This design comes from an exercise in tuning for small area on the open sky130 flow, not from production work. Only simulation tests tie the RTL to the original design; equivalence was not proved. Power is estimated from default activity; no workload was simulated.

==> flow/design.v <==
`default_nettype none
module mips_regfile_wr_decode #(
   parameter int WIDTH  = 32,
   parameter int ADDR_W = 5
) (
   input  logic                   clk,
   input  logic                   rst_n,
   input  logic                   wr_en,
   input  logic [ADDR_W-1:0]      wr_addr,
   input  logic [WIDTH-1:0]       wr_data,
   input  logic [ADDR_W-1:0]      rd_addr1,
   input  logic [ADDR_W-1:0]      rd_addr2,
   output logic [WIDTH-1:0]       rd_data1,
   output logic [WIDTH-1:0]       rd_data2,
   input  logic                   claim_en,
   input  logic [ADDR_W-1:0]      claim_addr,
   output logic                   pend1,
   output logic                   pend2,
   output logic [(1<<ADDR_W)-1:0] wr_onehot
);
   localparam int DEPTH = 1 << ADDR_W;
   logic [WIDTH-1:0]  r_regs [1:DEPTH-1];
   logic [DEPTH-1:1]  r_valid;
   logic [DEPTH-1:1]  r_pend;
   logic [ADDR_W-1:0] r_wa;         
   logic [DEPTH-1:1]  w_dec;
   logic [DEPTH-1:1]  w_claim;
   logic [DEPTH-1:1]  s1, s2;       
   logic [DEPTH-1:1]  h1, h2;       
   always_comb begin
      for (int i = 1; i < DEPTH; i++) begin
         w_dec[i]   = wr_en    && (wr_addr    == ADDR_W'(i));
         w_claim[i] = claim_en && (claim_addr == ADDR_W'(i));
         h1[i]      = (rd_addr1 == ADDR_W'(i));
         h2[i]      = (rd_addr2 == ADDR_W'(i));
      end
      s1 = h1 & r_valid;
      s2 = h2 & r_valid;
   end
   for (genvar i = 1; i < DEPTH; i++) begin : g_reg
      always_ff @(posedge clk)
         if (w_dec[i])
            r_regs[i] <= wr_data;
   end
   always_ff @(posedge clk or negedge rst_n) begin
      if (!rst_n) begin
         r_valid <= '0;
         r_pend  <= '0;
         r_wa    <= '0;
      end else begin
         r_valid <= r_valid | w_dec;
         r_pend  <= (r_pend & ~w_dec) | w_claim;
         r_wa    <= (wr_en && wr_addr != '0) ? wr_addr : '0;
      end
   end
   always_comb begin
      for (int i = 0; i < DEPTH; i++)
         wr_onehot[i] = (i != 0) && (r_wa == ADDR_W'(i));
   end
   for (genvar b = 0; b < WIDTH; b++) begin : g_rd
      logic [10:0] n1, n2;
      for (genvar g = 0; g < 10; g++) begin : g_grp
         mips_regfile_aoi222 u1 (
            .a0(s1[3*g+1]), .b0(r_regs[3*g+1][b]),
            .a1(s1[3*g+2]), .b1(r_regs[3*g+2][b]),
            .a2(s1[3*g+3]), .b2(r_regs[3*g+3][b]),
            .y(n1[g]));
         mips_regfile_aoi222 u2 (
            .a0(s2[3*g+1]), .b0(r_regs[3*g+1][b]),
            .a1(s2[3*g+2]), .b1(r_regs[3*g+2][b]),
            .a2(s2[3*g+3]), .b2(r_regs[3*g+3][b]),
            .y(n2[g]));
      end
      assign n1[10] = ~(s1[31] & r_regs[31][b]);
      assign n2[10] = ~(s2[31] & r_regs[31][b]);
      assign rd_data1[b] = ~&n1;
      assign rd_data2[b] = ~&n2;
   end
   assign pend1 = |(h1 & r_pend);
   assign pend2 = |(h2 & r_pend);
endmodule
module mips_regfile_aoi222 (
   input  logic a0, b0, a1, b1, a2, b2,
   output logic y
);
   assign y = ~((a0 & b0) | (a1 & b1) | (a2 & b2));
endmodule
`default_nettype wire
==> flow/config.mk <==
export PLATFORM = sky130hd
export DESIGN_NAME = mips_regfile_wr_decode
export DESIGN_NICKNAME = mips_regfile_wr_decode
export VERILOG_FILES = /design/flow/design.v
export SDC_FILE = /design/flow/constraint.sdc
export NUM_CORES = 4
export LEC_CHECK = 0
export CAP_MARGIN = 20
export CORE_MARGIN = 2
export CORE_UTILIZATION = 50
export SLEW_MARGIN = 20
export SYNTH_HIERARCHICAL = 1
==> flow/constraint.sdc <==
create_clock -name core_clock -period 8.0 [get_ports {clk}]
set_input_delay 1.6000 -clock core_clock [delete_from_list [all_inputs] [get_ports {clk}]]
set_output_delay 1.6000 -clock core_clock [all_outputs]
set_load 0.01 [all_outputs]
run.sh (not shown) runs the stock make flow with config.mk's settings and CLKGATE_MAP_FILE= SYNTH_SCRIPT=/design/flow/synth_recipe.tcl, a recipe that flattens the netlist after the stock synthesis.
The starting point finished clean.
Edit:
==> flow/flow/run.sh (new file) <==
#!/bin/bash
# Own layout flow: the standard flow (standard.sh, unchanged synthesis,
# floorplan, power grid, placement, routing), with two settings changed:
#  * the port buffers are the smallest buffer cell (buf_1);
#  * clock tree synthesis uses clkbuf_4/clkbuf_8 with larger sink clusters
#    and no dummy loads.
# Each tool's full output goes to the ORFS logs under orfs/logs; the make
# output of each step goes to a log file in this folder.
set -euo pipefail
export BUFFER_PORTS_ARGS="-buffer_cell sky130_fd_sc_hd__buf_1"
export CTS_ARGS="-sink_clustering_enable -repair_clock_nets -dont_use_dummy_load -buf_list {sky130_fd_sc_hd__clkbuf_4 sky130_fd_sc_hd__clkbuf_8} -sink_clustering_size 18 -sink_clustering_max_diameter 60"
bash standard.sh finish > flow_make.log 2>&1
==> flow/standard.sh (new file) <==
#!/bin/bash
# synth_recipe.tcl (not shown) runs the flow's synth.tcl, then flattens the netlist and writes it again
# the make line also repeats each setting of config.mk as NAME=value (left out here)
make -C /OpenROAD-flow-scripts/flow DESIGN_CONFIG=/design/flow/config.mk WORK_HOME=/design/flow/orfs CLKGATE_MAP_FILE= SYNTH_SCRIPT=/design/flow/synth_recipe.tcl "${@:-finish}"
CORE_UTILIZATION = 60   (was 50)
removed: flow/run.sh
The changed run finished with timing, DRC and antenna clean.
Clock-buffer cell count drops by 56.
Register-to-register slack gets better by 0.03 ns.
Via count shrinks by 0.85%.
First-iteration DRC count went up by 12%.
Total power is lower by 23%.
Fmax rose by 9.2%.
Wire length is lower by 4.9%.
Sequential cell count stays the same.
Sequential share of layout area goes up by 5.9 points.
Global-route usage rises by 4.7 points.
Non-clock buffer count falls by 59.

Another version of the RTL of mips_regfile_wr_decode (not shown whole).
Size in the first run: ~1100 flip-flops, about 150 I/O pins, roughly 41000 um2 of cells after synthesis.
clock: 8.0 ns
lec_check: 0
cap_margin: 20
core_margin: 2
core_utilization: 60
slew_margin: 20
synth_hierarchical: 1
standard.sh (not shown) runs the stock make flow with config.mk's settings and CLKGATE_MAP_FILE= SYNTH_SCRIPT=/design/flow/synth_recipe.tcl, a recipe that flattens the netlist after the stock synthesis.
==> flow/flow/run.sh <==
#!/bin/bash
# Own layout flow: the standard flow (standard.sh: the standard synthesis,
# floorplan, power grid, placement, CTS, routing), with these changes:
#  * the port buffers are the smallest buffer cell (buf_1);
#  * before global placement, upsize.tcl raises the drive strength of the
#    drivers of high-fanout nets (decoded register lines) to size 2, so
#    repair_design needs fewer buffers;
#  * before repair_design, portfix.tcl removes the second buffer that global
#    placement put behind some input port buffers and resizes the port buffer
#    (buf_1 to buf_2) instead;
#  * clock tree synthesis uses clkbuf_4/clkbuf_8 with larger sink clusters
#    and no dummy loads.
# Each tool's full output goes to the ORFS logs under orfs/logs; make's own
# output goes to flow_make.log in this folder.
set -euo pipefail
export BUFFER_PORTS_ARGS="-buffer_cell sky130_fd_sc_hd__buf_1"
export PRE_GLOBAL_PLACE_TCL="$PWD/flow/upsize.tcl"
export UP_SIZE=2
export UP_MIN_FANOUT=16
export PRE_RESIZE_TCL="$PWD/flow/portfix.tcl"
export PF_CELL=sky130_fd_sc_hd__buf_2
export CTS_ARGS="-sink_clustering_enable -repair_clock_nets -dont_use_dummy_load -buf_list {sky130_fd_sc_hd__clkbuf_4 sky130_fd_sc_hd__clkbuf_8} -sink_clustering_size 16 -sink_clustering_max_diameter 60"
bash standard.sh finish > flow_make.log 2>&1
Other scripts of this flow, unchanged in this note and not shown: flow/flow/portfix.tcl, flow/flow/upsize.tcl
The first run completed without violations.
Next try:
Settings changed: CORE_UTILIZATION 60 to 65.
Synthesized cell count is unchanged.
Worst setup slack is worse by 0.14 ns.
Count of clock-buffer cells in the layout shrinks by 3.
Routed wire length drops by 1.8%.

mips_regfile_wr_decode again, from the RTL that the note above started with.
// mips_regfile_wr_decode
module mips_regfile_wr_decode #(
   parameter int WIDTH  = 32,
   parameter int ADDR_W = 5
) (
   input  logic                   clk,
   input  logic                   rst_n,
   input  logic                   wr_en,
   input  logic [ADDR_W-1:0]      wr_addr,
   input  logic [WIDTH-1:0]       wr_data,
   input  logic [ADDR_W-1:0]      rd_addr1,
   input  logic [ADDR_W-1:0]      rd_addr2,
   output logic [WIDTH-1:0]       rd_data1,
   output logic [WIDTH-1:0]       rd_data2,
   input  logic                   claim_en,
   input  logic [ADDR_W-1:0]      claim_addr,
   output logic                   pend1,
   output logic                   pend2,
   output logic [(1<<ADDR_W)-1:0] wr_onehot
);
   localparam int DEPTH = 1 << ADDR_W;
   logic [WIDTH-1:0]  r_regs [1:DEPTH-1];
   logic [DEPTH-1:1]  r_valid;
   logic [DEPTH-1:1]  r_pend;
   logic [ADDR_W-1:0] r_wa;         
   logic [DEPTH-1:1]  w_dec;
   logic [DEPTH-1:1]  w_claim;
   logic [DEPTH-1:1]  s1, s2;       
  ...
export LEC_CHECK = 0
export CAP_MARGIN = 20
export CORE_MARGIN = 2
export CORE_UTILIZATION = 60
export SLEW_MARGIN = 20
export SYNTH_HIERARCHICAL = 1
create_clock -name core_clock -period 8.0 [get_ports {clk}]
==> flow/flow/run.sh <==
#!/bin/bash
# Own layout flow: the standard flow (standard.sh, unchanged synthesis,
# floorplan, power grid, placement, routing), with two settings changed:
#  * the port buffers are the smallest buffer cell (buf_1);
#  * clock tree synthesis uses clkbuf_4/clkbuf_8 with larger sink clusters
#    and no dummy loads.
# Each tool's full output goes to the ORFS logs under orfs/logs; the make
# output of each step goes to a log file in this folder.
set -euo pipefail
export BUFFER_PORTS_ARGS="-buffer_cell sky130_fd_sc_hd__buf_1"
export CTS_ARGS="-sink_clustering_enable -repair_clock_nets -dont_use_dummy_load -buf_list {sky130_fd_sc_hd__clkbuf_4 sky130_fd_sc_hd__clkbuf_8} -sink_clustering_size 16 -sink_clustering_max_diameter 60"
bash standard.sh finish > flow_make.log 2>&1
Next try:
--- a/flow/flow/run.sh
+++ b/flow/flow/run.sh
@@ -2,2 +2,2 @@
-# Own layout flow: the standard flow (standard.sh, unchanged synthesis,
-# floorplan, power grid, placement, routing), with two settings changed:
+# Own layout flow: the standard flow (standard.sh: the standard synthesis,
+# floorplan, power grid, placement, CTS, routing), with these changes:
@@ -4,0 +5,3 @@
+#  * before global placement, upsize.tcl raises the drive strength of the
+#    drivers of high-fanout nets (decoded register lines) to size 2, so
+#    repair_design needs fewer buffers;
@@ -7,2 +10,2 @@
-# Each tool's full output goes to the ORFS logs under orfs/logs; the make
-# output of each step goes to a log file in this folder.
+# Each tool's full output goes to the ORFS logs under orfs/logs; make's own
+# output goes to flow_make.log in this folder.
@@ -10,0 +14,3 @@
+export PRE_GLOBAL_PLACE_TCL="$PWD/flow/upsize.tcl"
+export UP_SIZE=2
+export UP_MIN_FANOUT=16
==> flow/flow/upsize.tcl (new file) <==
# Upsize the drivers of high-fanout signal nets before global placement,
# so that repair_design needs fewer buffers. Drive strength only; the
# function and the cell family stay the same.
set up_min_fanout [expr {[info exists ::env(UP_MIN_FANOUT)] ? $::env(UP_MIN_FANOUT) : 16}]
set up_size [expr {[info exists ::env(UP_SIZE)] ? $::env(UP_SIZE) : 4}]
set n_up 0
foreach net [[ord::get_db_block] getNets] {
  if {[$net getSigType] ne "SIGNAL"} continue
  set its [$net getITerms]
  if {[llength $its] < $up_min_fanout + 1} continue
  foreach it $its {
    if {[$it isOutputSignal]} {
      set inst [$it getInst]
      set m [[$inst getMaster] getName]
      if {[regexp {^(sky130_fd_sc_hd__[a-z0-9]+)_(\d+)$} $m -> base sz]} {
        if {[string match "*df*" $base]} continue
        set target "${base}_$up_size"
        if {$sz < $up_size && [[ord::get_db] findMaster $target] ne "NULL"} {
          replace_cell [$inst getName] $target
          incr n_up
        }
      }
    }
  }
}
puts "upsize: replaced $n_up drivers of nets with fanout >= $up_min_fanout by size $up_size"
The new run completed with no timing, DRC or antenna violations.
Area after synthesis does not change.
Critical path depth drops by 1.
Clock-buffer cell count is unchanged.

what the ideal ports hide:
How much do the figures lean on ideal ports? The routed layouts below were timed once more, with nothing changed but the port constraints.
Step 1 sets driving cells, clkbuf_16 on the clock port and buf_2 on the other inputs (assumed; they add their load-dependent delay and slew).
Step 2 also shifts input and output timing later by t, the mid clock arrival at the registers, as if the neighbouring blocks saw the same clock.
a / b / c = ideal / step 1 / step 2; a / b = the first two.
| run | t (ns) | setup slack, ns | hold slack, ns | clock arrival spread, ns | worst data-port slew with drivers (ns) |
|---|---|---|---|---|---|
| the first run of note 1 | 0.744 | 0.868 / 0.845 / 0.845 | 0.487 / 0.487 / 0.487 | 0.058 / 0.057 | 0.15 |
| the second run of note 1 | 0.764 | 1.470 / 1.441 / 1.441 | 0.487 / 0.487 / 0.487 | 0.061 / 0.061 | 0.14 |
| the first run of note 2 | 0.793 | 1.453 / 1.420 / 1.420 | 0.481 / 0.481 / 0.481 | 0.056 / 0.056 | 0.16 |
| the second run of note 2 | 0.788 | 1.308 / 1.281 / 1.281 | 0.486 / 0.486 / 0.486 | 0.065 / 0.065 | 0.20 |
| the first run of note 3 | 0.785 | 1.245 / 1.217 / 1.217 | 0.480 / 0.480 / 0.480 | 0.075 / 0.074 | 0.08 |
| the second run of note 3 | 0.778 | 1.443 / 1.415 / 1.415 | 0.477 / 0.477 / 0.477 | 0.057 / 0.058 | 0.14 |
After both steps every run listed still meets setup and hold. For the first run of note 2, which loses most, drivers alone change the setup slack by -0.033 ns; drivers and shift together by -0.033 ns.
